From an optimization exercise on the open Yosys and OpenROAD flow, aimed at small area; shortcuts taken in it are not production practice.
The RTL was checked by simulation tests, not by an equivalence proof against the original design.
Power is estimated from default activity; no workload was simulated. The flow treats the clock pin as an ideal source, which a real chip does not have.

**flow/design.v**
```verilog
package rv32_pkg;
  localparam int XLEN   = 32;
  localparam int NREGS  = 32;
  localparam int REG_AW = $clog2(NREGS);
  typedef logic [XLEN-1:0]   word_t;
  typedef logic [REG_AW-1:0] reg_addr_t;
  localparam reg_addr_t REG_X0 = '0;
endpackage
module reg_file_rdport
(
  input  rv32_pkg::reg_addr_t                   addr,
  input  logic [rv32_pkg::NREGS-1:1][rv32_pkg::XLEN-1:0]  regs,
  output rv32_pkg::word_t                       data
);
  always_comb begin
    data = '0;
    if (addr != rv32_pkg::REG_X0) data = regs[addr];
  end
endmodule
module reg_file
(
  input  logic      clk,
  input  logic      rst,
  input  rv32_pkg::reg_addr_t rs1,
  input  rv32_pkg::reg_addr_t rs2,
  input  rv32_pkg::reg_addr_t rsw,
  input  rv32_pkg::word_t     data_in,
  input  logic      RegWEn,
  output rv32_pkg::word_t     data_out_1,
  output rv32_pkg::word_t     data_out_2
);
  logic [rv32_pkg::NREGS-1:1][rv32_pkg::XLEN-1:0] regs_q;
  logic [rv32_pkg::NREGS-1:1][rv32_pkg::XLEN-1:0] regs_d;
  always_comb begin
    regs_d = regs_q;
    if (RegWEn && (rsw != rv32_pkg::REG_X0)) regs_d[rsw] = data_in;
  end
  always_ff @(posedge clk or posedge rst) begin
    if (rst) begin
      regs_q <= '0;
    end else begin
      regs_q <= regs_d;
    end
  end
  reg_file_rdport u_rdport_1 (
    .addr (rs1),
    .regs (regs_q),
    .data (data_out_1)
  );
  reg_file_rdport u_rdport_2 (
    .addr (rs2),
    .regs (regs_q),
    .data (data_out_2)
  );
endmodule
```
**flow/run.sh**
```bash
#!/bin/bash
# synth_recipe.tcl (not shown) runs the flow's synth.tcl, then flattens the netlist and writes it again
# the make line also repeats each setting of config.mk as NAME=value (left out here)
make -C /OpenROAD-flow-scripts/flow DESIGN_CONFIG=/design/flow/config.mk WORK_HOME=/design/flow/orfs CLKGATE_MAP_FILE= SYNTH_SCRIPT=/design/flow/synth_recipe.tcl finish
```
**flow/config.mk**
```make
export PLATFORM = sky130hd
export DESIGN_NAME = reg_file
export DESIGN_NICKNAME = reg_file
export VERILOG_FILES = /design/flow/design.v
export SDC_FILE = /design/flow/constraint.sdc
export NUM_CORES = 4
export LEC_CHECK = 0
export CAP_MARGIN = 20
export CORE_MARGIN = 2
export CORE_UTILIZATION = 40
export SLEW_MARGIN = 20
```
**flow/constraint.sdc**
```tcl
create_clock -name core_clock -period 8.0 [get_ports {clk}]
set_input_delay 1.6000 -clock core_clock [delete_from_list [all_inputs] [get_ports {clk}]]
set_output_delay 1.6000 -clock core_clock [all_outputs]
set_load 0.01 [all_outputs]
```
==> results of run 1 <==
## power by group through the flow
stage	registers [mW]	logic (mW)	clock network [mW]
floorplan	6.68	2.65	0
global placement	6.83	3.52	0
detailed placement	6.89	3.57	0
CTS	6.80	3.58	5.32
global route	6.97	3.82	5.53
finish	6.83	3.57	5.23
## worst min path at each step
stage / slack, ns / end / startpoint / cells past startpoint
after floorplan: 0.47 / regs_q[640] / regs_q[640] / 1
after global placement: 0.48 / regs_q[649] / regs_q[649] / 1
after detailed placement: 0.49 / regs_q[652] / regs_q[652] / 1
after CTS: 0.51 / regs_q[652] / regs_q[652] / 1
after global routing: 0.53 / regs_q[652] / regs_q[652] / 1
final: 0.51 / regs_q[114] / regs_q[114] / 1
## area by class of cell
class,count,area [um^2]
Clock inverter,30,325
Multi-Input combinational cell,2502,28300
Clock buffer,179,3410
Tap cell,1781,2230
Timing Repair Buffer,280,2730
Fill cell,12100,73800
Antenna cell,7,17.5
Sequential cell,992,24800
Inverter,12,48.8
## layout by cell type, fill, tap and decap left out, types with 8 or more instances in the layout
| master | Yosys | layout |
|---|---|---|
| dfrtp_1 | 992 | 992 |
| mux2_2 | 922 | 922 |
| mux4_2 | 355 | 355 |
| mux2i_1 | 190 | 189 |
| buf_4 | 13 | 139 |
| mux2_1 | 132 | 132 |
| clkbuf_16 | 0 | 111 |
| a21oi_1 | 96 | 95 |
| clkdlybuf4s50_1 | 0 | 94 |
| nand2_1 | 86 | 83 |
| o21ai_0 | 75 | 74 |
| nor2_1 | 69 | 66 |
| o221ai_1 | 44 | 44 |
| nor3_1 | 45 | 43 |
| a22oi_1 | 39 | 39 |
| clkbuf_8 | 0 | 38 |
| and3_1 | 36 | 36 |
| o32ai_1 | 36 | 36 |
| a21boi_0 | 33 | 33 |
| o22a_1 | 31 | 31 |
| clkbuf_1 | 269 | 30 |
| or3_1 | 27 | 26 |
| o211ai_1 | 26 | 26 |
| a221oi_1 | 26 | 26 |
| a211oi_1 | 21 | 21 |
| buf_12 | 0 | 21 |
| nand3_1 | 18 | 18 |
| clkinv_2 | 0 | 17 |
| buf_2 | 94 | 15 |
| o41ai_1 | 14 | 14 |
| nor4_1 | 14 | 13 |
| o21a_1 | 13 | 12 |
| ha_1 | 13 | 11 |
| o211ai_4 | 0 | 10 |
| or4_1 | 10 | 10 |
| o21ai_1 | 11 | 10 |
| a31oi_1 | 10 | 10 |
| inv_1 | 10 | 9 |
| nor4_4 | 5 | 8 |
## routing by layer
metal / global-route usage [%] / wire (um) / share of wire, %
met1: 34.8 / 75700 / 43
met2: 39.2 / 82100 / 46
met3: 4.92 / 12800 / 7.2
met4: 9.47 / 6420 / 3.6
met5: 0 / 46 / 0.026
## through the flow
step | utilization (%) | hold WS [ns] | cells
2_1_floorplan | - | 0.470 | 3938
3_3_place_gp | 42.7 | 0.482 | 5558
3_5_place_dp | 42.9 | 0.493 | 5566
4_1_cts | 45.6 | 0.506 | 5775
5_1_grt | 45.6 | 0.526 | 5780
6_report | 45.6 | 0.505 | 5783
## worst max-delay path: cells and delay by family
family	cells	cell delay, ns
AND/OR/NAND/NOR	1	0.04
adder cells (fa/ha/maj)	1	0.51
multiplexers	1	0.30
buffers and inverters	4	2.20
AO/OA/AOI/OAI	2	1.06
## cell families (layout without fill, tap and decap cells)
family / Yosys count / count (layout)
buf+inv: 444 / 501
mux: 1599 / 1599
xor+xnor: 11 / 11
fa+ha+maj: 13 / 13
compound gates: 525 / 525
other cells: 0 / 7
simple gates: 354 / 354
flops: 992 / 992
==> out/metrics.cfg, run 1 <==
[clock_network]
cts_made_buffers=111
cts_hold_buf=0
cts_tree=built
cts.sinks=992
clockBufferDepth=3
root_buffer=clkbuf_16
clk_pin_slew_ns=0.06
htree_levels=3
clk_latency_ns=0.76
post_cts_resized=0
cts_setup_buffers=0

[critical_path]
endpoint_kind=output port
reg2reg_to=regs_q[685]
path_max_fanout=68
slowest_delay_ns=0.87
critical_path_class=in -> out
arrival_ns=5.78
worstPathRequired_ns=6.40
crit_chain=clkdlybuf4s50_1, inv_1, ha_4, buf_12, mux4_2, nor2_1, o21a_1, o41ai_1, clkdlybuf4s50_1
crit_start=rs2[1]
cp_common_cell=clkdlybuf4s50_1
r2r_cells=1
critPathSlowestCell=clkdlybuf4s50_1
crit_end=data_out_2[0]
r2r_start=regs_q[685]
rrSetupSlack_ns=7.17
start_kind=primary input

[sta]
maxSlewHeadroom_pct=22.9
finalSetupTns_ns=0
fin_crit_ns=7.38
post-route-period-util_pct=92.3
fmax_mhz=135
skew_ns=0
slew_violations=0
fin_ws_ns=0.617
setup_viol=0
rsz0062_at_grt=false
worst_pin_slew_ns=1.15
hold_violations=0

[logic_synthesis]
synth-edff-count=0
synth_nets=4001
synth_compound_area_share_pct=7.07
synthTopCellsByCount=dfrtp_1 (992), mux2_2 (922), mux4_2 (355)
synth_cell_type_count=75
mappedNetlistArea_um2=54700
synth_top_family_by_area=multiplexers
synth_cells=3938
synth-async-reset-ratio_pct=100
yosys.area.top_type=dfrtp_1
yosys-top-cells-area=dfrtp_1 (45%), mux2_2 (19%), mux4_2 (15%), mux2i_1 (3.5%), mux2_1 (2.7%)
synth_most_common_cell=dfrtp_1
synth_xor_area_share_pct=0.206
ys_ff_latch=992
yosys-mux-area-fraction_pct=39.8
synth_top_area_share_pct=45.4
ys_warn_count=2
yosysSeqAreaShare_pct=45.4
syn_area_per_cell_um2=13.9
synth_simple_gate_area_share_pct=3.65
synth_ff_type=dfrtp_1
synthAdderAreaFrac_pct=0.297

[global_routing]
grt_usage_pct=25.2
grt_max_degree=177
antenna_found_initial=13
grt_pass1_vias=37000
grt_overflow=0
grt_pass1_wl_um=261000

[floorplanning]
fp.dieW_um=374
start_util_pct=40.3
die_h_um=374
row_count=135
dieArea_um2=140000
ioPinCount=114
core_area_um2=136000

[pwr]
clkPwrFrac_pct=33.4
p_sw_mw=4.52
seqPwrFrac_pct=43.7
power.density_nw_per_um2=253
total_power_mw=15.6
leakage_nw=27.4
ir_drop_mv=0.221
sw_frac_of_total_pct=28.9
p_int_mw=11.1
share_comb_of_total_power_pct=22.8

[layout]
finalNetCount=3962
area_growth_pct=13.0
largest_reg_flops=992
fin_area_um2=61900
drive_above_1_share_pct=43.1
top_register=regs_q
reg.largest.list=regs_q (992)

[place]
place_area_um2=58100
dp_hpwl_um=109000
portBuffers=113
finalWeightedCongestion=0.844
pre_cts_ws_ns=0.644

[routing]
drc=0
wire_per_inst_um=30.6
detail-route-antenna-nets=0
vias=36700
via_per_inst=6.35
dr.pass1.iters=6
drt-total-wl_um=177000
drtIter0Drc=3556

[run_status]
status=complete, no violations

[hold_path]
hold_path_class=reg -> reg

[run]
drv_cap=0

==> inputs of run 2 (changes only) <==
==> flow/design.v (replaced) <==
package rv32_pkg;
  localparam int XLEN   = 32;
  localparam int NREGS  = 32;
  localparam int REG_AW = $clog2(NREGS);
  typedef logic [XLEN-1:0]   word_t;
  typedef logic [REG_AW-1:0] reg_addr_t;
  localparam reg_addr_t REG_X0 = '0;
endpackage
module rf_aoi222
(
  input  logic [2:0] a,
  input  logic [2:0] b,
  output logic       y
);
  assign y = ~((a[0] & b[0]) | (a[1] & b[1]) | (a[2] & b[2]));
endmodule
module rf_wmux
(
  input  logic we,
  input  logic we_n,
  input  logic d,
  input  logic q,
  output logic y
);
  assign y = (we & d) | (we_n & q);
endmodule
module rf_rdbit
(
  input  logic [rv32_pkg::NREGS-1:1] sel,
  input  logic [rv32_pkg::NREGS-1:1] d,
  output logic                       y
);
  localparam int NG = (rv32_pkg::NREGS - 1) / 3;    
  logic [NG-1:0] g_n;
  for (genvar g = 0; g < NG; g++) begin : g_grp
    rf_aoi222 u_aoi (
      .a (sel[3*g+3:3*g+1]),
      .b (d[3*g+3:3*g+1]),
      .y (g_n[g])
    );
  end
  assign y = ~(&g_n) | (sel[rv32_pkg::NREGS-1] & d[rv32_pkg::NREGS-1]);
endmodule
module reg_file_rdport
(
  input  rv32_pkg::reg_addr_t                             addr,
  input  logic [rv32_pkg::NREGS-1:1]                      valid,
  input  logic [rv32_pkg::NREGS-1:1][rv32_pkg::XLEN-1:0]  regs,
  output rv32_pkg::word_t                                 data
);
  logic [rv32_pkg::NREGS-1:1] sel;
  always_comb begin
    for (int i = 1; i < rv32_pkg::NREGS; i++)
      sel[i] = (addr == rv32_pkg::reg_addr_t'(i)) && valid[i];
  end
  for (genvar b = 0; b < rv32_pkg::XLEN; b++) begin : g_bit
    logic [rv32_pkg::NREGS-1:1] col;
    for (genvar i = 1; i < rv32_pkg::NREGS; i++) begin : g_col
      assign col[i] = regs[i][b];
    end
    rf_rdbit u_bit (
      .sel (sel),
      .d   (col),
      .y   (data[b])
    );
  end
endmodule
module reg_file
(
  input  logic      clk,
  input  logic      rst,
  input  rv32_pkg::reg_addr_t rs1,
  input  rv32_pkg::reg_addr_t rs2,
  input  rv32_pkg::reg_addr_t rsw,
  input  rv32_pkg::word_t     data_in,
  input  logic      RegWEn,
  output rv32_pkg::word_t     data_out_1,
  output rv32_pkg::word_t     data_out_2
);
  logic [rv32_pkg::NREGS-1:1][rv32_pkg::XLEN-1:0] regs_q;
  logic [rv32_pkg::NREGS-1:1][rv32_pkg::XLEN-1:0] regs_d;
  logic [rv32_pkg::NREGS-1:1]                     valid_q;
  logic [rv32_pkg::NREGS-1:1]                     wen;
  logic [rv32_pkg::NREGS-1:1]                     wen_n;
  always_comb begin
    for (int i = 1; i < rv32_pkg::NREGS; i++)
      wen[i] = RegWEn && (rsw == rv32_pkg::reg_addr_t'(i));
  end
  assign wen_n = ~wen;
  always_ff @(posedge clk or posedge rst) begin
    if (rst) valid_q <= '0;
    else     valid_q <= valid_q | wen;
  end
  for (genvar i = 1; i < rv32_pkg::NREGS; i++) begin : g_reg
    for (genvar b = 0; b < rv32_pkg::XLEN; b++) begin : g_bit
      rf_wmux u_wmux (
        .we   (wen[i]),
        .we_n (wen_n[i]),
        .d    (data_in[b]),
        .q    (regs_q[i][b]),
        .y    (regs_d[i][b])
      );
    end
  end
  always_ff @(posedge clk) begin
    regs_q <= regs_d;
  end
  reg_file_rdport u_rdport_1 (
    .addr  (rs1),
    .valid (valid_q),
    .regs  (regs_q),
    .data  (data_out_1)
  );
  reg_file_rdport u_rdport_2 (
    .addr  (rs2),
    .valid (valid_q),
    .regs  (regs_q),
    .data  (data_out_2)
  );
endmodule
--- a/flow/config.mk
+++ b/flow/config.mk
@@ -10,2 +10,4 @@
 export CORE_UTILIZATION = 40
 export SLEW_MARGIN = 20
+export SYNTH_HIERARCHICAL = 1
+export SYNTH_MINIMUM_KEEP_SIZE = 0
==> run 2 against run 1 <==
Against the previous run:
- cell count down 16%
- synthesized cell count fell by 20%
- via count rose by 8.7%
- total power down 12%
- critical path type unchanged
- critical endpoint is now data_out_1[18]
==> out/metrics.cfg, run 2 <==
[logic_synthesis]
yosys-top-cells-area=dfxtp_1 (51%), a22o_1 (22%), a222oi_1 (16%), nand4_1 (2.1%), dfrtp_1 (2.0%)  ; was dfrtp_1 (45%), mux2_2 (19%), mux4_2 (15%), mux2i_1 (3.5%), mux2_1 (2.7%)
ys_ff_latch=1023  ; was 992
synth-async-reset-ratio_pct=3.03  ; was 100%
synth_top_area_share_pct=51.0  ; was 45.4%
synth-edff-count=0  ; unchanged
yosys.area.top_type=dfxtp_1  ; was dfrtp_1
ys_warn_count=8  ; was 2
mappedNetlistArea_um2=38900  ; was 54700 um^2
synth_nets=3194  ; was 4001
syn_area_per_cell_um2=12.4  ; was 13.9 um^2
synth_cells=3144  ; was 3938
synthTopCellsByCount=a22o_1 (992), dfxtp_1 (992), a222oi_1 (640)  ; was dfrtp_1 (992), mux2_2 (922), mux4_2 (355)
yosysSeqAreaShare_pct=53.0  ; was 45.4%
synth_ff_type=dfxtp_1  ; was dfrtp_1
synth_cell_type_count=33  ; was 75

[pwr]
ir_drop_mv=0.177  ; was 0.221 mV
power.density_nw_per_um2=295  ; was 253 nW/um^2
leakage_nw=19.3  ; was 27.4 nW

[sta]
hold_slack_ns=0.475  ; was 0.505 ns
rsz0062_at_grt=false  ; unchanged
post-route-period-util_pct=88.9  ; was 92.3%
finalSetupTns_ns=0  ; unchanged
worst_pin_slew_ns=1.30  ; was 1.15 ns
maxSlewHeadroom_pct=13.1  ; was 22.9%
skew_ns=0  ; unchanged
fmax_mhz=141  ; was 135 MHz
hold_violations=0  ; unchanged
fin_crit_ns=7.11  ; was 7.38 ns
setup_viol=0  ; unchanged
slew_violations=0  ; unchanged

[run_status]
status=complete, no violations  ; unchanged

[hold_path]
hold_path_class=reg -> reg  ; unchanged

[global_routing]
antenna_found_initial=9  ; was 13
grt_overflow=0  ; unchanged
grt_usage_pct=37.1  ; was 25.2%
grt_pass1_wl_um=272000  ; was 261000 um
grt_max_degree=33  ; was 177
grt_pass1_vias=37500  ; was 37000

[clock_network]
clk_pin_slew_ns=0.06  ; about the same
post_cts_resized=0  ; unchanged
clockBufferDepth=3  ; unchanged
cts_tree=built  ; unchanged
cts.sinks=1023  ; was 992
htree_levels=3  ; unchanged
root_buffer=clkbuf_16  ; unchanged
cts_made_buffers=104  ; was 111
cts_setup_buffers=0  ; unchanged
cts_hold_buf=0  ; unchanged
clk_latency_ns=0.67  ; was 0.76 ns

[critical_path]
arrival_ns=5.51  ; was 5.78 ns
worstPathRequired_ns=6.40  ; about the same
endpoint_kind=output port  ; unchanged
path_max_fanout=12  ; was 68
critical_path_class=in -> out  ; unchanged
start_kind=primary input  ; unchanged

[floorplanning]
die_h_um=316  ; was 374 um
row_count=114  ; was 135
core_area_um2=96600  ; was 136000 um^2
ioPinCount=114  ; unchanged
dieArea_um2=99800  ; was 140000 um^2
fp.dieW_um=316  ; was 374 um
start_util_pct=40.3  ; about the same

[layout]
drive_above_1_share_pct=11.3  ; was 43.1%
final_cell_mix=a22o_1 (992), dfxtp_1 (992), a222oi_1 (640)  ; was dfrtp_1 (992), mux2_2 (922), mux4_2 (355)
largest_reg_flops=992  ; unchanged
area_growth_pct=20.3  ; was 13.0%
postLayoutCoreUtil_pct=48.5  ; was 45.6%
top_register=regs_q  ; unchanged
fin_cells=4870  ; was 5783
finalNetCount=3547  ; was 3962
reg.largest.list=regs_q (992), valid_q (31)  ; was regs_q (992)

[place]
dp_hpwl_um=116000  ; was 109000 um
finalWeightedCongestion=0.924  ; was 0.844
portBuffers=113  ; unchanged
dp_cells=4665  ; was 5566

[routing]
dr.pass1.iters=12  ; was 6
drt-total-wl_um=195000  ; was 177000 um
detail-route-antenna-nets=0  ; unchanged
via_per_inst=8.20  ; was 6.35
vias=39900  ; was 36700
drtIter0Drc=9663  ; was 3556
wire_per_inst_um=40.0  ; was 30.6 um
drc=0  ; unchanged

[run]
drv_cap=0  ; unchanged

[run 2: cell families (layout without fill, tap and decap cells)]
kind of cell	Yosys count	after routing	share of synthesized area [%]
flops	1023	1023	53.0
buf+inv	22	467	0.286
simple gates	372	372	5.47
compound gates	1727	1727	41.2
other cells	0	5	0
[run 2: critical path, cell delays in order]
cell             delay, ns
clkdlybuf4s50_1       0.83
nor2b_1               0.17
and3_1                0.55
buf_4                 0.33
a222oi_1              0.39
nand4_1               0.54
a2111o_1              0.56
clkdlybuf4s50_1       0.52
[run 2: report_power, final]
| group | switching, mW | total (mW) | internal [mW] |
|---|---|---|---|
| combinational | 0.784 | 1.69 | 0.903 |
| sequential | 0.837 | 6.96 | 6.12 |
| clock | 2.18 | 5.16 | 2.98 |
[run 2: Yosys stat by module (local to each module, per instance)]
module	area, um^2	cells inside
reg_file_rdport	318	47
rf_aoi222	10.0	1
reg_file	21400	1162
rf_rdbit	27.5	4
rf_wmux	8.76	1
[run 2: path summary, 6_finish.rpt]
check                                 start              to  slack (ns)  cells after the start
min in group asynchronous               rst      valid_q[8]        1.31                      3
worst max-delay path                 rs1[1]  data_out_1[18]        0.89                      8
worst min-delay path            valid_q[29]     valid_q[29]        0.48                      1
worst min register to register  valid_q[29]     valid_q[29]        0.48                      1
max in group asynchronous               rst     valid_q[29]        6.39                      3
worst max register to register   valid_q[8]      valid_q[8]        7.24                      1
[run 2: area by class of cell]
cell class | instances | area, um^2
multi-input combinational | 2099 | 18400
clock buffer | 156 | 3140
inverter | 1 | 3.75
fill | 8512 | 49700
clock inverter | 42 | 475
timing repair buffer | 268 | 2510
antenna | 5 | 12.5
tap | 1276 | 1600
sequential | 1023 | 20600
[run 2: metal layers]
| layer | part of all wire [%] | GRT usage [%] |
|---|---|---|
| met5 | 0.043 | 0 |
| met4 | 5.7 | 17.6 |
| met3 | 16 | 13.3 |
| met2 | 42 | 54.8 |
| met1 | 37 | 48.2 |
[run 2: stage by stage]
stage	instance area (um^2)	setup WS (ns)	power (mW)
after floorplan	38900	3.27	7.79
after global placement	42900	1.17	8.49
after detailed placement	43200	1.12	8.63
after CTS	46800	1.11	13.7
after global routing	46800	0.885	14.2
final	46800	0.891	13.8
==> inputs of run 3 (changes only) <==
==> flow/flow/run.sh (new file) <==
#!/bin/bash
# The standard ORFS layout (standard.sh), with two changes made through ORFS's
# own variables:
#  - port buffers are the smallest buffer instead of ORFS's default choice;
#  - clock tree synthesis clusters more sinks per buffer and inserts no dummy
#    loads.
# Synthesis, floorplan, power grid, tap cells, placement and routing are the
# standard flow's. Each tool's output goes to orfs/logs (ORFS's own logs) and
# the make output to flow_make.log in this folder.
set -euo pipefail
cd "$(dirname "$0")/.."
export BUFFER_PORTS_ARGS="-buffer_cell sky130_fd_sc_hd__buf_1"
export CTS_ARGS="-sink_clustering_enable -repair_clock_nets -dont_use_dummy_load -sink_clustering_size 30 -sink_clustering_max_diameter 100"
bash standard.sh > flow_make.log 2>&1
==> flow/standard.sh (new file) <==
#!/bin/bash
# synth_recipe.tcl (not shown) runs the flow's synth.tcl, then flattens the netlist and writes it again
# the make line also repeats each setting of config.mk as NAME=value (left out here)
make -C /OpenROAD-flow-scripts/flow DESIGN_CONFIG=/design/flow/config.mk WORK_HOME=/design/flow/orfs CLKGATE_MAP_FILE= SYNTH_SCRIPT=/design/flow/synth_recipe.tcl "${@:-finish}"
--- a/flow/config.mk
+++ b/flow/config.mk
@@ -6,8 +6,8 @@
 export NUM_CORES = 4
 export LEC_CHECK = 0
-export CAP_MARGIN = 20
+export CAP_MARGIN = 0
 export CORE_MARGIN = 2
-export CORE_UTILIZATION = 40
-export SLEW_MARGIN = 20
+export CORE_UTILIZATION = 45
+export SLEW_MARGIN = 0
 export SYNTH_HIERARCHICAL = 1
 export SYNTH_MINIMUM_KEEP_SIZE = 0
removed: flow/run.sh
==> run 3 against run 2 <==
Against the previous run:
- the layout now fails its checks (max-capacitance violations, max-slew violations)
- via count rose by 1.4%
- sequential power about the same
- routed wire length up 9.2%
- design area down 8.5%
- register-to-register slack lost 0.03 ns
- critical endpoint is now data_out_2[23]
- critical path type unchanged
- highest routed layer unchanged
- clock skew unchanged
- worst setup slack better by 0.75 ns
- cell count fell by 6.8%
- maximum frequency grew 12%
==> out/metrics.cfg, run 3 <==
[logic_synthesis]
synth-async-reset-ratio_pct=3.03  ; unchanged
synth-edff-count=0  ; unchanged
yosysSeqAreaShare_pct=53.0  ; unchanged
yosys-top-cells-area=dfxtp_1 (51%), a22o_1 (22%), a222oi_1 (16%), nand4_1 (2.1%), dfrtp_1 (2.0%)  ; unchanged
mappedNetlistArea_um2=38900  ; unchanged
ys_ff_latch=1023  ; unchanged
ys_warn_count=8  ; unchanged
synth_cell_type_count=33  ; unchanged
syn_area_per_cell_um2=12.4  ; unchanged
synth_nets=3194  ; unchanged
synth_ff_type=dfxtp_1  ; unchanged
synth_cells=3144  ; unchanged
synth_top_area_share_pct=51.0  ; unchanged
synthTopCellsByCount=a22o_1 (992), dfxtp_1 (992), a222oi_1 (640)  ; unchanged
yosys.area.top_type=dfxtp_1  ; unchanged

[critical_path]
rrSetupSlack_ns=7.21  ; was 7.24 ns
start_kind=primary input  ; unchanged
slowest_delay_ns=0.70  ; was 0.83 ns
reg2reg_to=valid_q[24]  ; was valid_q[8]
worstPathRequired_ns=6.40  ; about the same
endpoint_kind=output port  ; unchanged
crit_end=data_out_2[23]  ; was data_out_1[18]
r2r_start=valid_q[24]  ; was valid_q[8]
arrival_ns=4.75  ; was 5.51 ns
cp_common_cell=buf_1  ; was clkdlybuf4s50_1
crit_buf_inv=2  ; was 3
path_max_fanout=32  ; was 12
critPathSlowestCell=and3_2  ; was clkdlybuf4s50_1
critical_path_class=in -> out  ; unchanged
r2r_cells=1  ; unchanged
cp_num_cells=7  ; was 8
crit_start=rs2[1]  ; was rs1[1]
crit_chain=buf_1, and3b_2, and3_2, a222oi_1, nand4_1, a2111o_1, buf_1  ; was clkdlybuf4s50_1, nor2b_1, and3_1, buf_4, a222oi_1, nand4_1, a2111o_1, clkdlybuf4s50_1
crit_family=simple AND/OR/NAND/NOR gates  ; was buffers and inverters

[floorplanning]
die_h_um=298  ; was 316 um
start_util_pct=45.6  ; was 40.3%
dieArea_um2=88900  ; was 99800 um^2
core_area_um2=85400  ; was 96600 um^2
row_count=107  ; was 114
fp.dieW_um=298  ; was 316 um
ioPinCount=114  ; unchanged

[layout]
largest_reg_flops=992  ; unchanged
reg.largest.list=regs_q (992), valid_q (31)  ; unchanged
top_register=regs_q  ; unchanged
area_growth_pct=10.1  ; was 20.3%
fin_area_um2=42900  ; was 46800 um^2
nFillCells=7521  ; was 8512
drive_above_1_share_pct=7.89  ; was 11.3%
seqCellArea_um2=20600  ; unchanged
finalNetCount=3437  ; was 3547
multi_input_area_um2=18500  ; was 18400 um^2
fin_cells=4540  ; was 4870
final_cell_mix=a22o_1 (992), dfxtp_1 (992), a222oi_1 (640)  ; unchanged

[global_routing]
antenna_found_initial=11  ; was 9
grt_max_degree=33  ; unchanged
grt_pass1_vias=38900  ; was 37500
grt_overflow=0  ; unchanged
grt_usage_pct=45.5  ; was 37.1%
grt_pass1_wl_um=294000  ; was 272000 um

[run_status]
status=failed layout checks  ; was complete, no violations
failed_checks=max-capacitance violations, max-slew violations

[routing]
detail-route-antenna-nets=0  ; unchanged
vias=40500  ; was 39900
drc=0  ; unchanged
drt-total-wl_um=213000  ; was 195000 um
wire_per_inst_um=46.8  ; was 40.0 um
drtIter0Drc=9886  ; was 9663
dr.pass1.iters=13  ; was 12
via_per_inst=8.92  ; was 8.20

[place]
dp_cells=4489  ; was 4665
portBuffers=113  ; unchanged
finalWeightedCongestion=1.03  ; was 0.924
place_area_um2=41800  ; was 43200 um^2
dp_hpwl_um=119000  ; was 116000 um

[pwr]
power.density_nw_per_um2=258  ; was 295 nW/um^2
ir_drop_mv=0.166  ; was 0.177 mV
leakage_nw=17.4  ; was 19.3 nW
total_power_mw=11.1  ; was 13.8 mW

[hold_path]
hold_path_class=reg -> reg  ; unchanged

[sta]
hold_slack_ns=0.504  ; was 0.475 ns
post-route-period-util_pct=79.4  ; was 88.9%
skew_ns=0  ; unchanged
worst_pin_slew_ns=1.56  ; was 1.30 ns
slew_violations=66  ; was 0
rsz0062_at_grt=false  ; unchanged
finalSetupTns_ns=0  ; unchanged
setup_viol=0  ; unchanged
fmax_mhz=157  ; was 141 MHz
maxSlewHeadroom_pct=-3.85  ; was 13.1%
hold_violations=0  ; unchanged
fin_crit_ns=6.35  ; was 7.11 ns

[clock_network]
post_cts_resized=0  ; unchanged
cts_setup_buffers=0  ; unchanged
clockBufferDepth=3  ; unchanged
cts_hold_buf=0  ; unchanged
root_buffer=clkbuf_16  ; unchanged
clk_latency_ns=0.65  ; was 0.67 ns
clk_pin_slew_ns=0.11  ; was 0.06 ns
htree_levels=2  ; was 3
cts_made_buffers=40  ; was 104
cts.sinks=1023  ; unchanged
cts_tree=built  ; unchanged

[run]
drv_cap=2  ; was 0

==> run 3: cells by family after synthesis <==
group | count (synthesis) | synth area share, %
flip-flops | 1023 | 53.0
AND/OR/NAND/NOR | 372 | 5.47
AO/OA/AOI/OAI | 1727 | 41.2
buffers and inverters | 22 | 0.286
==> run 3: metrics by stage <==
step | utilization [%] | setup WS (ns)
global placement | 49.0 | 2.02
finish | 50.2 | 1.65
floorplan | - | 3.27
detailed placement | 49.0 | 1.96
CTS | 50.1 | 1.96
global route | 50.2 | 1.78
==> run 3: worst min-delay path by stage <==
stage                            from          end  cells past startpoint
after floorplan           valid_q[10]  valid_q[10]                      1
after global placement     valid_q[7]   valid_q[7]                      1
after detailed placement   valid_q[7]   valid_q[7]                      1
after CTS                  valid_q[7]   valid_q[7]                      1
after global routing       valid_q[7]   valid_q[7]                      1
final                     valid_q[14]  valid_q[14]                      1
==> run 3: layout make-up <==
type / count / share of cell area [%]
antenna: 11 / 0.0642
multi-input combinational: 2099 / 43.2
tap: 1144 / 3.34
sequential: 1023 / 48.1
inverter: 1 / 0.00876
clock buffer: 40 / 2.34
timing repair buffer: 222 / 2.95
==> run 3: per-layer routing <==
metal / global-route usage, % / up-vias / routed length (um)
li1: - / 15100 / -
met1: 55.0 / 19800 / 71900
met2: 63.9 / 4329 / 84600
met3: 20.1 / 1188 / 37600
met4: 32.8 / 8 / 18400
met5: 0.216 / - / 52
==> run 3: per-module statistics from Yosys (local to each module, per instance) <==
module / flip-flops and latches / copies in the design
reg_file: 1023 / 1
reg_file_rdport: 0 / 2
rf_aoi222: 0 / 640
rf_rdbit: 0 / 64
rf_wmux: 0 / 992
==> run 3: power breakdown <==
group | internal [mW] | switching (mW)
clock | 0.910 | 1.65
combinational | 0.802 | 0.753
sequential | 6.11 | 0.847
==> inputs of run 4 (changes only) <==
--- a/flow/flow/run.sh
+++ b/flow/flow/run.sh
@@ -11,4 +11,4 @@
 cd "$(dirname "$0")/.."
 export BUFFER_PORTS_ARGS="-buffer_cell sky130_fd_sc_hd__buf_1"
-export CTS_ARGS="-sink_clustering_enable -repair_clock_nets -dont_use_dummy_load -sink_clustering_size 30 -sink_clustering_max_diameter 100"
+export CTS_ARGS="-sink_clustering_enable -repair_clock_nets -dont_use_dummy_load -sink_clustering_size 16 -sink_clustering_max_diameter 50"
 bash standard.sh > flow_make.log 2>&1
--- a/flow/config.mk
+++ b/flow/config.mk
@@ -6,8 +6,8 @@
 export NUM_CORES = 4
 export LEC_CHECK = 0
-export CAP_MARGIN = 0
+export CAP_MARGIN = 15
 export CORE_MARGIN = 2
-export CORE_UTILIZATION = 45
-export SLEW_MARGIN = 0
+export CORE_UTILIZATION = 40
+export SLEW_MARGIN = 15
 export SYNTH_HIERARCHICAL = 1
 export SYNTH_MINIMUM_KEEP_SIZE = 0
==> run 4 against run 3 <==
Against the previous run:
- the run now finishes clean
- count of clock-buffer cells in the layout grew 59
- via count decreased by 4.6%
- synthesized cell count is the same
- sequential cell count unchanged
- cell count grew 3.2%
- maximum frequency decreased by 2.2%
- clock skew unchanged
- worst setup slack worse by 0.14 ns
- routed wire length fell by 8.2%
- critical endpoint is now data_out_2[26]
- largest cell class unchanged
==> out/metrics.cfg, run 4 <==
[logic_synthesis]
yosys.area.top_type=dfxtp_1  ; unchanged
synth_nets=3194  ; unchanged
synth-edff-count=0  ; unchanged
ys_warn_count=8  ; unchanged
mappedNetlistArea_um2=38900  ; unchanged
synth_cell_type_count=33  ; unchanged
synth_cells=3144  ; unchanged
synth_top_area_share_pct=51.0  ; unchanged
synth_ff_type=dfxtp_1  ; unchanged
synth-async-reset-ratio_pct=3.03  ; unchanged
syn_area_per_cell_um2=12.4  ; unchanged
synthTopCellsByCount=a22o_1 (992), dfxtp_1 (992), a222oi_1 (640)  ; unchanged
yosys-top-cells-area=dfxtp_1 (51%), a22o_1 (22%), a222oi_1 (16%), nand4_1 (2.1%), dfrtp_1 (2.0%)  ; unchanged
ys_ff_latch=1023  ; unchanged
yosysSeqAreaShare_pct=53.0  ; unchanged

[routing]
drtIter0Drc=10100  ; was 9886
drt-total-wl_um=195000  ; was 213000 um
wire_per_inst_um=41.6  ; was 46.8 um
detail-route-antenna-nets=0  ; unchanged
via_per_inst=8.24  ; was 8.92
vias=38600  ; was 40500
dr.pass1.iters=13  ; unchanged
drc=0  ; unchanged

[global_routing]
grt_pass1_vias=35300  ; was 38900
grt_overflow=0  ; unchanged
antenna_found_initial=25  ; was 11
grt_usage_pct=37.3  ; was 45.5%
grt_max_degree=33  ; unchanged
grt_pass1_wl_um=270000  ; was 294000 um

[clock_network]
post_cts_resized=0  ; unchanged
cts_setup_buffers=0  ; unchanged
cts_hold_buf=0  ; unchanged
cts_tree=built  ; unchanged
clk_pin_slew_ns=0.04  ; was 0.11 ns
clockBufferDepth=3  ; unchanged
cts_made_buffers=99  ; was 40
root_buffer=clkbuf_16  ; unchanged
htree_levels=3  ; was 2
cts.sinks=1023  ; unchanged
clk_latency_ns=0.64  ; was 0.65 ns

[layout]
top_register=regs_q  ; unchanged
fin_area_um2=44300  ; was 42900 um^2
reg.largest.list=regs_q (992), valid_q (31)  ; unchanged
drive_above_1_share_pct=9.25  ; was 7.89%
final_cell_mix=a22o_1 (992), dfxtp_1 (992), a222oi_1 (640)  ; unchanged
postLayoutCoreUtil_pct=45.8  ; was 50.2%
finalNetCount=3446  ; was 3437
largest_reg_flops=992  ; unchanged
area_growth_pct=13.7  ; was 10.1%

[run_status]
status=complete, no violations  ; was failed layout checks

[critical_path]
endpoint_kind=output port  ; unchanged
reg2reg_to=valid_q[15]  ; was valid_q[24]
crit_chain=buf_1, and3b_2, and3_2, a222oi_1, nand4_1, a2111o_1, buf_1  ; unchanged
rrSetupSlack_ns=7.26  ; was 7.21 ns
path_max_fanout=32  ; unchanged
r2r_cells=1  ; unchanged
arrival_ns=4.90  ; was 4.75 ns
r2r_start=valid_q[15]  ; was valid_q[24]
worstPathRequired_ns=6.40  ; about the same
critPathSlowestCell=a2111o_1  ; was and3_2
start_kind=primary input  ; unchanged
slowest_delay_ns=0.59  ; was 0.70 ns
cp_common_cell=buf_1  ; unchanged
critical_path_class=in -> out  ; unchanged

[place]
portBuffers=113  ; unchanged
finalWeightedCongestion=0.962  ; was 1.03
dp_hpwl_um=107000  ; was 119000 um
place_area_um2=41700  ; was 41800 um^2

[pwr]
clkPwrFrac_pct=32.4  ; was 23.1%
ir_drop_mv=0.174  ; was 0.166 mV
power.density_nw_per_um2=284  ; was 258 nW/um^2
p_sw_mw=3.50  ; was 3.25 mW
leakage_nw=17.9  ; was 17.4 nW
p_int_mw=9.08  ; was 7.83 mW
share_comb_of_total_power_pct=12.2  ; was 14.0%
seqPwrFrac_pct=55.4  ; was 62.9%
total_power_mw=12.6  ; was 11.1 mW
sw_frac_of_total_pct=27.8  ; was 29.3%

[hold_path]
hold_end=valid_q[22]  ; was valid_q[14]
hold_depth=1  ; unchanged
hp-start=valid_q[22]  ; was valid_q[14]
hold_path_class=reg -> reg  ; unchanged

[run]
drv_cap=0  ; was 2

[sta]
fmax_mhz=154  ; was 157 MHz
finalSetupTns_ns=0  ; unchanged
rsz0062_at_grt=false  ; unchanged
worst_pin_slew_ns=1.35  ; was 1.56 ns
slew_violations=0  ; was 66
post-route-period-util_pct=81.2  ; was 79.4%
hold_violations=0  ; unchanged
setup_viol=0  ; unchanged
fin_crit_ns=6.50  ; was 6.35 ns
maxSlewHeadroom_pct=9.86  ; was -3.85%
skew_ns=0  ; unchanged

[floorplanning]
ioPinCount=114  ; unchanged
core_area_um2=96600  ; was 85400 um^2
die_h_um=316  ; was 298 um
dieArea_um2=99800  ; was 88900 um^2
fp.dieW_um=316  ; was 298 um
start_util_pct=40.3  ; was 45.6%
row_count=114  ; was 107

==> run 4: cell type report <==
type / instances / area, um^2
fill: 8788 / 52300
multi-input combinational: 2099 / 18600
tap: 1276 / 1600
sequential: 1023 / 20600
timing repair buffer: 172 / 947
clock buffer: 99 / 2480
inverter: 1 / 3.75
antenna: 16 / 40.0
==> run 4: metal layers <==
| layer | up-vias | global-route usage [%] | routed length, um |
|---|---|---|---|
| met5 | - | 0 | 97 |
| li1 | 15200 | - | - |
| met3 | 897 | 15.4 | 32300 |
| met4 | 14 | 21.5 | 13600 |
| met1 | 18800 | 48.6 | 71500 |
| met2 | 3791 | 51.5 | 77600 |
==> run 4: logic make-up after synthesis <==
logic type	count (synthesis)	share of synthesized area, %
simple gates	372	5.47
flops	1023	53.0
compound gates	1727	41.2
buf+inv	22	0.286
==> run 4: critical path, delay by kind of cell <==
kind	cells	cell delay, ns
and+or+nand+nor	3	1.42
buffers and inverters	2	0.71
AOI/OAI and AO/OA	2	1.14
==> run 4: worst max path at each step <==
stage	slack (ns)	end	from
6_report	1.50	data_out_2[26]	rs2[0]
3_3_place_gp	1.89	data_out_2[21]	rs2[0]
2_1_floorplan	3.27	data_out_1[0]	rs1[2]
4_1_cts	1.87	data_out_2[21]	rs2[0]
3_5_place_dp	1.88	data_out_2[21]	rs2[0]
5_1_grt	1.68	data_out_2[20]	rs2[0]
==> run 4: power by group through the flow <==
stage / clock network (mW) / logic, mW / registers (mW)
final: 4.08 / 1.54 / 6.97
after global routing: 4.25 / 1.62 / 7.06
after CTS: 4.07 / 1.49 / 6.91
after detailed placement: 0 / 1.49 / 6.99
after global placement: 0 / 1.44 / 6.99
after floorplan: 0 / 1.02 / 6.77
==> run 4: Yosys stat by module (local to each module, per instance) <==
| module | times used | cells | cell area [um^2] |
|---|---|---|---|
| reg_file | 1 | 1162 | 21400 |
| reg_file_rdport | 2 | 47 | 318 |
| rf_rdbit | 64 | 4 | 27.5 |
| rf_aoi222 | 640 | 1 | 10.0 |
| rf_wmux | 992 | 1 | 8.76 |
==> run 4: metrics by stage <==
step / std cells / hold slack (ns) / worst slack [ns]
2_1_floorplan: 3144 / 0.433 / 3.27
3_3_place_gp: 4568 / 0.464 / 1.89
3_5_place_dp: 4570 / 0.464 / 1.88
4_1_cts: 4669 / 0.473 / 1.87
5_1_grt: 4674 / 0.492 / 1.68
6_report: 4686 / 0.480 / 1.50
==> inputs of run 5 (changes only) <==
--- a/flow/flow/run.sh
+++ b/flow/flow/run.sh
@@ -11,4 +11,4 @@
 cd "$(dirname "$0")/.."
 export BUFFER_PORTS_ARGS="-buffer_cell sky130_fd_sc_hd__buf_1"
-export CTS_ARGS="-sink_clustering_enable -repair_clock_nets -dont_use_dummy_load -sink_clustering_size 16 -sink_clustering_max_diameter 50"
+export CTS_ARGS="-sink_clustering_enable -repair_clock_nets -dont_use_dummy_load -sink_clustering_size 20 -sink_clustering_max_diameter 60"
 bash standard.sh > flow_make.log 2>&1
==> run 5 against run 4 <==
Against the previous run:
- sequential share of layout area increased by 0.76 points
- still clean
- critical path depth unchanged
- critical endpoint is now data_out_2[20]
- worst setup slack got worse by 0.28 ns
- count of clock-buffer cells in the layout decreased by 28
- area after synthesis unchanged
==> out/metrics.cfg, run 5 <==
[run_status]
status=complete, no violations  ; unchanged

[sta]
slew_violations=0  ; unchanged
hold_slack_ns=0.484  ; was 0.480 ns
fin_crit_ns=6.78  ; was 6.50 ns
maxSlewHeadroom_pct=5.52  ; was 9.86%
fmax_mhz=148  ; was 154 MHz
fin_ws_ns=1.22  ; was 1.50 ns
hold_violations=0  ; unchanged
worst_pin_slew_ns=1.42  ; was 1.35 ns
post-route-period-util_pct=84.7  ; was 81.2%
skew_ns=0  ; unchanged
setup_viol=0  ; unchanged
rsz0062_at_grt=false  ; unchanged
finalSetupTns_ns=0  ; unchanged

[logic_synthesis]
synth_cell_type_count=33  ; unchanged
synth_cells=3144  ; unchanged
synthTopCellsByCount=a22o_1 (992), dfxtp_1 (992), a222oi_1 (640)  ; unchanged
yosysSeqAreaShare_pct=53.0  ; unchanged
ys_warn_count=8  ; unchanged
synth_top_area_share_pct=51.0  ; unchanged
synth_nets=3194  ; unchanged
mappedNetlistArea_um2=38900  ; unchanged
syn_area_per_cell_um2=12.4  ; unchanged
yosys.area.top_type=dfxtp_1  ; unchanged
synth-edff-count=0  ; unchanged
synth-async-reset-ratio_pct=3.03  ; unchanged
ys_ff_latch=1023  ; unchanged
synth_ff_type=dfxtp_1  ; unchanged
yosys-top-cells-area=dfxtp_1 (51%), a22o_1 (22%), a222oi_1 (16%), nand4_1 (2.1%), dfrtp_1 (2.0%)  ; unchanged

[clock_network]
clk_latency_ns=0.66  ; was 0.64 ns
htree_levels=3  ; unchanged
cts_tree=built  ; unchanged
cts_made_buffers=71  ; was 99
clk_pin_slew_ns=0.05  ; was 0.04 ns
cts_hold_buf=0  ; unchanged
post_cts_resized=0  ; unchanged
cts_setup_buffers=0  ; unchanged
clockBufferDepth=3  ; unchanged
cts.sinks=1023  ; unchanged
root_buffer=clkbuf_16  ; unchanged

[critical_path]
critical_path_class=in -> out  ; unchanged
reg2reg_to=valid_q[5]  ; was valid_q[15]
rrSetupSlack_ns=7.24  ; was 7.26 ns
r2r_start=valid_q[5]  ; was valid_q[15]
r2r_cells=1  ; unchanged
path_max_fanout=32  ; unchanged
start_kind=primary input  ; unchanged
arrival_ns=5.18  ; was 4.90 ns
worstPathRequired_ns=6.40  ; about the same
endpoint_kind=output port  ; unchanged

[pwr]
ir_drop_mv=0.152  ; was 0.174 mV
power.density_nw_per_um2=272  ; was 284 nW/um^2
total_power_mw=11.9  ; was 12.6 mW
leakage_nw=17.6  ; was 17.9 nW

[routing]
drtIter0Drc=10200  ; was 10100
wire_per_inst_um=41.8  ; was 41.6 um
detail-route-antenna-nets=0  ; unchanged
drt-total-wl_um=195000  ; about the same
dr.pass1.iters=14  ; was 13
via_per_inst=8.25  ; was 8.24
drc=0  ; unchanged
vias=38400  ; was 38600

[layout]
largest_reg_flops=992  ; unchanged
area_growth_pct=11.9  ; was 13.7%
fin_area_um2=43600  ; was 44300 um^2
final_cell_mix=a22o_1 (992), dfxtp_1 (992), a222oi_1 (640)  ; unchanged
finalNetCount=3418  ; was 3446
top_register=regs_q  ; unchanged
drive_above_1_share_pct=8.50  ; was 9.25%
reg.largest.list=regs_q (992), valid_q (31)  ; unchanged

[floorplanning]
ioPinCount=114  ; unchanged
fp.dieW_um=316  ; unchanged
start_util_pct=40.3  ; unchanged
die_h_um=316  ; unchanged
dieArea_um2=99800  ; unchanged
row_count=114  ; unchanged
core_area_um2=96600  ; unchanged

[place]
place_area_um2=41700  ; unchanged
finalWeightedCongestion=0.962  ; unchanged
pre_cts_ws_ns=1.88  ; unchanged
dp_hpwl_um=107000  ; unchanged
portBuffers=113  ; unchanged

[hold_path]
hold_depth=1  ; unchanged
hp-start=valid_q[21]  ; was valid_q[22]
hold_end=valid_q[21]  ; was valid_q[22]
hold_path_class=reg -> reg  ; unchanged

[global_routing]
grt_overflow=0  ; unchanged
antenna_found_initial=25  ; unchanged
grt_max_degree=33  ; unchanged
grt_pass1_vias=35200  ; was 35300
grt_usage_pct=37.3  ; about the same
grt_pass1_wl_um=270000  ; about the same

[run]
drv_cap=0  ; unchanged

[run 5: cell counts after synthesis]
Identical to the previous run, type by type.
[run 5: worst max-delay path, cell delays in order]
cell	delay, ns
buf_1	0.55
and3b_2	0.32
and3_2	0.55
a222oi_1	0.92
nand4_1	0.57
a2111o_1	0.49
buf_1	0.14
[run 5: cell families after synthesis]
kind of cell	after synthesis	synth area share (%)
buffers and inverters	22	0.286
flip-flops	1023	53.0
AND/OR/NAND/NOR	372	5.47
AO/OA/AOI/OAI	1727	41.2
[run 5: power breakdown]
part	internal, mW	switching, mW
combinational	0.797	0.744
sequential	6.12	0.841
clock	1.57	1.80
[run 5: area by class of cell]
cell class                 instances  area [um^2]
antenna                           13         32.5
multi-input combinational       2099        18600
timing repair buffer             172          947
sequential                      1023        20600
inverter                           1         3.75
tap                             1276         1600
fill                            8831        53000
clock buffer                      71         1780
[run 5: how the worst max path moves through the flow]
stage	depth (start not counted)	endpoint	startpoint
5_1_grt	7	data_out_2[20]	rs2[0]
6_report	7	data_out_2[20]	rs2[0]
3_5_place_dp	7	data_out_2[21]	rs2[0]
2_1_floorplan	5	data_out_1[0]	rs1[2]
4_1_cts	7	data_out_2[21]	rs2[0]
3_3_place_gp	7	data_out_2[21]	rs2[0]
[run 5: per-module statistics from Yosys (local to each module, per instance)]
module	cells	copies in the design	flops+latches	area (um^2)
reg_file	1162	1	1023	21400
reg_file_rdport	47	2	0	318
rf_rdbit	4	64	0	27.5
rf_aoi222	1	640	0	10.0
rf_wmux	1	992	0	8.76
[run 5: routing by layer]
metal / vias up / track usage (%) / wire length, um
met4: 20 / 20.2 / 12800
li1: 15100 / - / -
met3: 841 / 15.9 / 32900
met2: 3702 / 52.0 / 77800
met1: 18800 / 48.5 / 71100
met5: - / 0.0473 / 138
[run 5: per-stage QoR]
stage | utilization, % | instances
6_report | 45.1 | 4655
5_1_grt | 45.1 | 4648
3_5_place_dp | 43.2 | 4570
4_1_cts | 45.0 | 4641
3_3_place_gp | 43.1 | 4568
2_1_floorplan | - | 3144
==> inputs of run 6 (changes only) <==
--- a/flow/config.mk
+++ b/flow/config.mk
@@ -6,8 +6,8 @@
 export NUM_CORES = 4
 export LEC_CHECK = 0
-export CAP_MARGIN = 15
+export CAP_MARGIN = 10
 export CORE_MARGIN = 2
 export CORE_UTILIZATION = 40
-export SLEW_MARGIN = 15
+export SLEW_MARGIN = 10
 export SYNTH_HIERARCHICAL = 1
 export SYNTH_MINIMUM_KEEP_SIZE = 0
==> run 6 against run 5 <==
Against the previous run:
- sequential share of layout area increased by 0.085 points
- routed wire length decreased by 0.14%
- count of clock-buffer cells in the layout unchanged
- worst setup slack improved by 0.28 ns
- critical path type unchanged
- critical endpoint unchanged
- highest routed layer unchanged
==> out/metrics.cfg, run 6 <==
[clock_network]
clk_pin_slew_ns=0.05  ; about the same
cts_hold_buf=0  ; unchanged
htree_levels=3  ; unchanged
cts_tree=built  ; unchanged
post_cts_resized=0  ; unchanged
root_buffer=clkbuf_16  ; unchanged
cts_made_buffers=71  ; unchanged
clockBufferDepth=3  ; unchanged
cts_setup_buffers=0  ; unchanged
cts.sinks=1023  ; unchanged
clk_latency_ns=0.63  ; was 0.66 ns

[global_routing]
grt_overflow=0  ; unchanged
grt_pass1_vias=35000  ; was 35200
gr-usage-met1_pct=49.4  ; was 48.5%
grt_usage_pct=37.3  ; about the same
antenna_found_initial=25  ; unchanged
grt_max_degree=33  ; unchanged
use_met2_pct=52.4  ; was 52.0%
grt_most_used_layer=met2  ; unchanged
grt_pass1_wl_um=270000  ; about the same
grt_use_met3_pct=14.7  ; was 15.9%

[logic_synthesis]
synth_ff_type=dfxtp_1  ; unchanged
synth_cell_type_count=33  ; unchanged
ys_ff_latch=1023  ; unchanged
synthTopCellsByCount=a22o_1 (992), dfxtp_1 (992), a222oi_1 (640)  ; unchanged
synth-async-reset-ratio_pct=3.03  ; unchanged
synth_top_area_share_pct=51.0  ; unchanged
synth_nets=3194  ; unchanged
mappedNetlistArea_um2=38900  ; unchanged
ys_warn_count=8  ; unchanged
yosys.area.top_type=dfxtp_1  ; unchanged
syn_area_per_cell_um2=12.4  ; unchanged
synth-edff-count=0  ; unchanged
yosys-top-cells-area=dfxtp_1 (51%), a22o_1 (22%), a222oi_1 (16%), nand4_1 (2.1%), dfrtp_1 (2.0%)  ; unchanged
synth_cells=3144  ; unchanged
yosysSeqAreaShare_pct=53.0  ; unchanged

[critical_path]
arrival_ns=4.89  ; was 5.18 ns
start_kind=primary input  ; unchanged
crit_chain=buf_1, and3b_2, and3_2, a222oi_1, nand4_1, a2111o_1, buf_1  ; unchanged
path_max_fanout=32  ; unchanged
worstPathRequired_ns=6.40  ; about the same
slowest_delay_ns=0.70  ; was 0.92 ns
endpoint_kind=output port  ; unchanged
critPathSlowestCell=a222oi_1  ; unchanged
cp_common_cell=buf_1  ; unchanged
critical_path_class=in -> out  ; unchanged

[floorplanning]
die_h_um=316  ; unchanged
start_util_pct=40.3  ; unchanged
core_area_um2=96600  ; unchanged
row_count=114  ; unchanged
fp.dieW_um=316  ; unchanged
ioPinCount=114  ; unchanged
dieArea_um2=99800  ; unchanged

[sta]
fin_crit_ns=6.49  ; was 6.78 ns
post-route-period-util_pct=81.2  ; was 84.7%
hold_slack_ns=0.480  ; was 0.484 ns
rsz0062_at_grt=false  ; unchanged
setup_viol=0  ; unchanged
finalSetupTns_ns=0  ; unchanged
worst_pin_slew_ns=1.42  ; about the same
fin_ws_ns=1.51  ; was 1.22 ns
fmax_mhz=154  ; was 148 MHz
hold_violations=0  ; unchanged
maxSlewHeadroom_pct=5.28  ; was 5.52%
skew_ns=0  ; unchanged
slew_violations=0  ; unchanged

[pwr]
power.density_nw_per_um2=273  ; was 272 nW/um^2
leakage_nw=17.6  ; about the same
ir_drop_mv=0.132  ; was 0.152 mV

[run]
drv_cap=0  ; unchanged

[place]
portBuffers=113  ; unchanged
place_area_um2=41700  ; about the same
dp_hpwl_um=107000  ; about the same
pre_cts_ws_ns=1.90  ; was 1.88 ns
finalWeightedCongestion=0.962  ; unchanged

[layout]
final_cell_mix=a22o_1 (992), dfxtp_1 (992), a222oi_1 (640)  ; unchanged
fin_area_um2=43500  ; was 43600 um^2
drive_above_1_share_pct=8.42  ; was 8.50%
largest_reg_flops=992  ; unchanged
reg.largest.list=regs_q (992), valid_q (31)  ; unchanged
top_register=regs_q  ; unchanged
area_growth_pct=11.7  ; was 11.9%
finalNetCount=3415  ; was 3418

[routing]
drt-total-wl_um=194000  ; was 195000 um
drtIter0Drc=10500  ; was 10200
vias=38600  ; was 38400
drc=0  ; unchanged
via_per_inst=8.29  ; was 8.25
detail-route-antenna-nets=0  ; unchanged
wire_per_inst_um=41.8  ; about the same
dr.pass1.iters=15  ; was 14

[run_status]
status=complete, no violations  ; unchanged

[hold_path]
hold_path_class=reg -> reg  ; unchanged

-- run 6: cell counts after synthesis --
No cell type changed its count.
-- run 6: cell type report --
cell class	count	area (um^2)
Tap cell	1276	1600
Sequential cell	1023	20600
Clock buffer	71	1780
Fill cell	8880	53100
Multi-Input combinational cell	2099	18600
Antenna cell	15	37.5
Inverter	1	3.75
Timing Repair Buffer	169	872
-- run 6: routing by layer --
layer  routed length (um)  vias up
met5                  113        -
met4                13000       16
met3                33000      854
met2                76900     3774
met1                71400    18800
li1                     -    15100
-- run 6: stage by stage --
stage	power [mW]	instances	util [%]
3_3_place_gp	8.43	4568	43.1
5_1_grt	12.2	4644	45.0
2_1_floorplan	7.79	3144	-
6_report	11.9	4654	45.0
4_1_cts	11.7	4639	45.0
3_5_place_dp	8.48	4568	43.1
-- run 6: worst paths after layout --
kind,start,endpoint,slack (ns),cells past startpoint
setup / recovery,rs2[0],data_out_2[20],1.51,7
setup reg to reg,valid_q[5],valid_q[5],7.26,1
min in group asynchronous,rst,valid_q[20],0.98,3
max in group asynchronous,rst,valid_q[29],6.69,3
hold reg to reg,valid_q[22],valid_q[22],0.48,1
hold / removal,valid_q[22],valid_q[22],0.48,1
-- run 6: cells by family (layout without fill, tap and decap cells) --
kind of cell           after synthesis  count (layout)  share of synthesized area (%)
and+or+nand+nor                    372             372                           5.47
DFF                               1023            1023                           53.0
AOI/OAI and AO/OA                 1727            1727                           41.2
other                                0              15                              0
buffers and inverters               22             241                          0.286
-- run 6: critical path, delay by kind of cell --
| family | cells | cell delay, ns |
|---|---|---|
| AOI/OAI and AO/OA | 2 | 1.17 |
| buffers and inverters | 2 | 0.72 |
| and+or+nand+nor | 3 | 1.36 |
-- run 6: modules after synthesis, one instance, submodules excluded --
module	area [um^2]	cells	flip-flops and latches
reg_file_rdport	318	47	0
rf_rdbit	27.5	4	0
rf_wmux	8.76	1	0
rf_aoi222	10.0	1	0
reg_file	21400	1162	1023
-- run 6: where the power goes --
group	switching [mW]	leakage, nW	internal [mW]
combinational	0.741	8.09	0.796
clock	1.80	0.875	1.58
sequential	0.838	8.61	6.12
total	3.38	17.6	8.49
==> inputs of run 7 (changes only) <==
--- a/flow/flow/run.sh
+++ b/flow/flow/run.sh
@@ -11,4 +11,4 @@
 cd "$(dirname "$0")/.."
 export BUFFER_PORTS_ARGS="-buffer_cell sky130_fd_sc_hd__buf_1"
-export CTS_ARGS="-sink_clustering_enable -repair_clock_nets -dont_use_dummy_load -sink_clustering_size 20 -sink_clustering_max_diameter 60"
+export CTS_ARGS="-sink_clustering_enable -repair_clock_nets -dont_use_dummy_load -sink_clustering_size 25 -sink_clustering_max_diameter 70"
 bash standard.sh > flow_make.log 2>&1
==> run 7 against run 6 <==
Against the previous run:
- still clean on timing, DRC and antenna
- maximum frequency fell by 3.5%
- clock power fell by 17%
- register-to-register slack barely moved
- utilization fell by 0.55 points
- worst hold slack improved by 0.0029 ns
- sequential share of layout area rose by 0.58 points
- count of clock-buffer cells in the layout fell by 21
- worst setup slack got worse by 0.24 ns
- critical endpoint unchanged
- largest cell class unchanged
==> out/metrics.cfg, run 7 <==
[run_status]
status=complete, no violations  ; unchanged

[logic_synthesis]
mappedNetlistArea_um2=38900  ; unchanged
synth-async-reset-ratio_pct=3.03  ; unchanged
yosysSeqAreaShare_pct=53.0  ; unchanged
synth_top_area_share_pct=51.0  ; unchanged
ys_ff_latch=1023  ; unchanged
synth_top_family_by_area=compound AO/OA/AOI/OAI gates  ; unchanged
synth_nets=3194  ; unchanged
synth_simple_gate_area_share_pct=5.47  ; unchanged
synth_cells=3144  ; unchanged
synthAdderAreaFrac_pct=0  ; unchanged
synth_ff_type=dfxtp_1  ; unchanged
ys_warn_count=8  ; unchanged
synth_compound_area_share_pct=41.2  ; unchanged
yosys.area.top_type=dfxtp_1  ; unchanged
synth-edff-count=0  ; unchanged
synthTopCellsByCount=a22o_1 (992), dfxtp_1 (992), a222oi_1 (640)  ; unchanged
syn_area_per_cell_um2=12.4  ; unchanged
yosys-mux-area-fraction_pct=0  ; unchanged
yosys-top-cells-area=dfxtp_1 (51%), a22o_1 (22%), a222oi_1 (16%), nand4_1 (2.1%), dfrtp_1 (2.0%)  ; unchanged
synth_cell_type_count=33  ; unchanged
synth_xor_area_share_pct=0  ; unchanged

[layout]
nFillCells=8939  ; was 8880
reg.largest.list=regs_q (992), valid_q (31)  ; unchanged
fin_cells=4632  ; was 4654
finalNetCount=3394  ; was 3415
top_register=regs_q  ; unchanged
drive_above_1_share_pct=7.84  ; was 8.42%
final_cell_mix=a22o_1 (992), dfxtp_1 (992), a222oi_1 (640)  ; unchanged
fin_area_um2=42900  ; was 43500 um^2
area_growth_pct=10.3  ; was 11.7%
postLayoutCoreUtil_pct=44.5  ; was 45.0%
largest_reg_flops=992  ; unchanged

[clock_network]
cts_hold_buf=0  ; unchanged
cts_tree=built  ; unchanged
root_buffer=clkbuf_16  ; unchanged
clockBufferDepth=3  ; unchanged
cts_setup_buffers=0  ; unchanged
cts_made_buffers=50  ; was 71
clk_latency_ns=0.65  ; was 0.63 ns
cts.sinks=1023  ; unchanged
htree_levels=2  ; was 3
post_cts_resized=0  ; unchanged
clk_pin_slew_ns=0.09  ; was 0.05 ns

[global_routing]
grt_pass1_vias=34800  ; was 35000
grt_usage_pct=37.1  ; was 37.3%
grt_pass1_wl_um=269000  ; was 270000 um
antenna_found_initial=32  ; was 25
grt_overflow=0  ; unchanged
grt_max_degree=33  ; unchanged

[hold_path]
hp-start=valid_q[22]  ; unchanged
hold_end=valid_q[22]  ; unchanged
hold_depth=1  ; unchanged
hold_path_class=reg -> reg  ; unchanged

[routing]
highest_layer=met5  ; unchanged
drt-total-wl_um=194000  ; about the same
wl_met1_um=71700  ; was 71400 um
drtIter0Drc=10500  ; about the same
dr.pass1.iters=15  ; unchanged
dr_wl_met2_um=77800  ; was 76900 um
vias=38400  ; was 38600
via_per_inst=8.30  ; was 8.29
detail-route-antenna-nets=0  ; unchanged
wire_per_inst_um=41.9  ; was 41.8 um
drc=0  ; unchanged
wl_met3_um=32000  ; was 33000 um

[critical_path]
endpoint_kind=output port  ; unchanged
worstPathRequired_ns=6.40  ; about the same
crit_buf_inv=2  ; unchanged
critical_path_class=in -> out  ; unchanged
rrSetupSlack_ns=7.25  ; was 7.26 ns
reg2reg_to=valid_q[12]  ; was valid_q[5]
start_kind=primary input  ; unchanged
crit_chain=buf_1, and3b_2, and3_2, a222oi_1, nand4_1, a2111o_1, buf_1  ; unchanged
path_max_fanout=32  ; unchanged
r2r_start=valid_q[12]  ; was valid_q[5]
arrival_ns=5.13  ; was 4.89 ns
slowest_delay_ns=1.02  ; was 0.70 ns
cp_common_cell=buf_1  ; unchanged
critPathSlowestCell=a222oi_1  ; unchanged
crit_family=compound AO/OA/AOI/OAI gates  ; was simple AND/OR/NAND/NOR gates
r2r_cells=1  ; unchanged

[run]
drv_cap=0  ; unchanged

[floorplanning]
die_h_um=316  ; unchanged
core_area_um2=96600  ; unchanged
row_count=114  ; unchanged
start_util_pct=40.3  ; unchanged
dieArea_um2=99800  ; unchanged
fp.dieW_um=316  ; unchanged
ioPinCount=114  ; unchanged

[pwr]
leakage_nw=17.3  ; was 17.6 nW
ir_drop_mv=0.147  ; was 0.132 mV
power.density_nw_per_um2=263  ; was 273 nW/um^2
total_power_mw=11.3  ; was 11.9 mW

[sta]
fmax_mhz=149  ; was 154 MHz
skew_ns=0  ; unchanged
hold_violations=0  ; unchanged
fin_crit_ns=6.73  ; was 6.49 ns
post-route-period-util_pct=84.1  ; was 81.2%
rsz0062_at_grt=false  ; unchanged
slew_violations=0  ; unchanged
worst_pin_slew_ns=1.42  ; about the same
maxSlewHeadroom_pct=5.37  ; was 5.28%
finalSetupTns_ns=0  ; unchanged
setup_viol=0  ; unchanged

[place]
finalWeightedCongestion=0.962  ; unchanged
dp_cells=4568  ; unchanged
dp_hpwl_um=107000  ; unchanged
place_area_um2=41700  ; unchanged
portBuffers=113  ; unchanged

-- run 7: area by class of cell --
type	instances	area (um^2)	share of cell area (%)
Sequential cell	1023	20600	48.0
Multi-Input combinational cell	2099	18600	43.2
Tap cell	1276	1600	3.72
Clock buffer	50	1250	2.91
Timing Repair Buffer	169	872	2.03
Antenna cell	14	35.0	0.0816
Inverter	1	3.75	0.00874
-- run 7: metal layers --
metal,GRT usage [%],vias to the layer above
li1,-,15100
met1,49.0,18800
met5,0,-
met3,14.5,817
met2,52.1,3722
met4,19.4,24
-- run 7: stage by stage --
stage / hold slack (ns) / worst slack, ns
floorplan: 0.433 / 3.27
global route: 0.497 / 1.31
detailed placement: 0.460 / 1.90
global placement: 0.464 / 1.89
CTS: 0.481 / 1.91
finish: 0.482 / 1.27
-- run 7: cell families after synthesis --
family | after synthesis
AND/OR/NAND/NOR | 372
AO/OA/AOI/OAI | 1727
buffers and inverters | 22
flip-flops | 1023
-- run 7: power by group --
group | total (mW) | internal, mW | switching, mW
Sequential | 6.95 | 6.11 | 0.837
Clock | 2.81 | 1.12 | 1.69
Combinational | 1.54 | 0.796 | 0.741
-- run 7: Yosys stat by module (local to each module, per instance) --
module	flops+latches	cell area (um^2)	cells inside
rf_aoi222	0	10.0	1
rf_rdbit	0	27.5	4
rf_wmux	0	8.76	1
reg_file	1023	21400	1162
reg_file_rdport	0	318	47
-- run 7: how the worst max path moves through the flow --
| stage | start | to | slack [ns] | cells past startpoint |
|---|---|---|---|---|
| 2_1_floorplan | rs1[2] | data_out_1[0] | 3.27 | 5 |
| 3_3_place_gp | rs2[0] | data_out_2[21] | 1.89 | 7 |
| 3_5_place_dp | rs2[0] | data_out_2[20] | 1.90 | 7 |
| 4_1_cts | rs2[0] | data_out_2[20] | 1.91 | 7 |
| 5_1_grt | rs2[0] | data_out_2[20] | 1.31 | 7 |
| 6_report | rs2[0] | data_out_2[20] | 1.27 | 7 |

[static timing again, ports no longer ideal]
No port has a modelled driver above. Below, the same layouts with a new extraction and two added sets of constraints.
Step 1 sets driving cells, clkbuf_16 on the clock port and buf_2 on the other inputs (assumed; they add their load-dependent delay and slew).
Step 2 moves the port delays by t, midway between the first and last clock arrival at a register: inputs arrive t later, outputs are due t later. That takes back most of the time a late clock gives input paths.
Three values: ideal, step 1, step 2; two values: the first two.
| run | shift t [ns] | setup WS [ns] | worst setup path after step 2 | slew at the worst register clock pin (ns) | cell pins on the clock port's net |
|---|---|---|---|---|---|
| run 1 | 0.821 | 0.617 / 0.588 / 0.588 | input to output | 0.06 / 0.06 | 1 |
| run 2 | 0.759 | 0.891 / 0.749 / 0.749 | input to output | 0.07 / 0.07 | 1 |
| run 3 | 0.701 | 1.646 / 1.579 / 1.579 | input to output | 0.12 / 0.12 | 1 |
| run 4 | 0.736 | 1.505 / 1.474 / 1.474 | input to output | 0.08 / 0.08 | 1 |
| run 5 | 0.723 | 1.225 / 1.191 / 1.191 | input to output | 0.09 / 0.09 | 1 |
| run 6 | 0.722 | 1.507 / 1.468 / 1.468 | input to output | 0.09 / 0.09 | 1 |
| run 7 | 0.724 | 1.269 / 1.231 / 1.231 | input to output | 0.10 / 0.10 | 1 |
The setup slack of run 2, which loses most, moves by -0.142 ns with the drivers and by -0.142 ns with both steps.
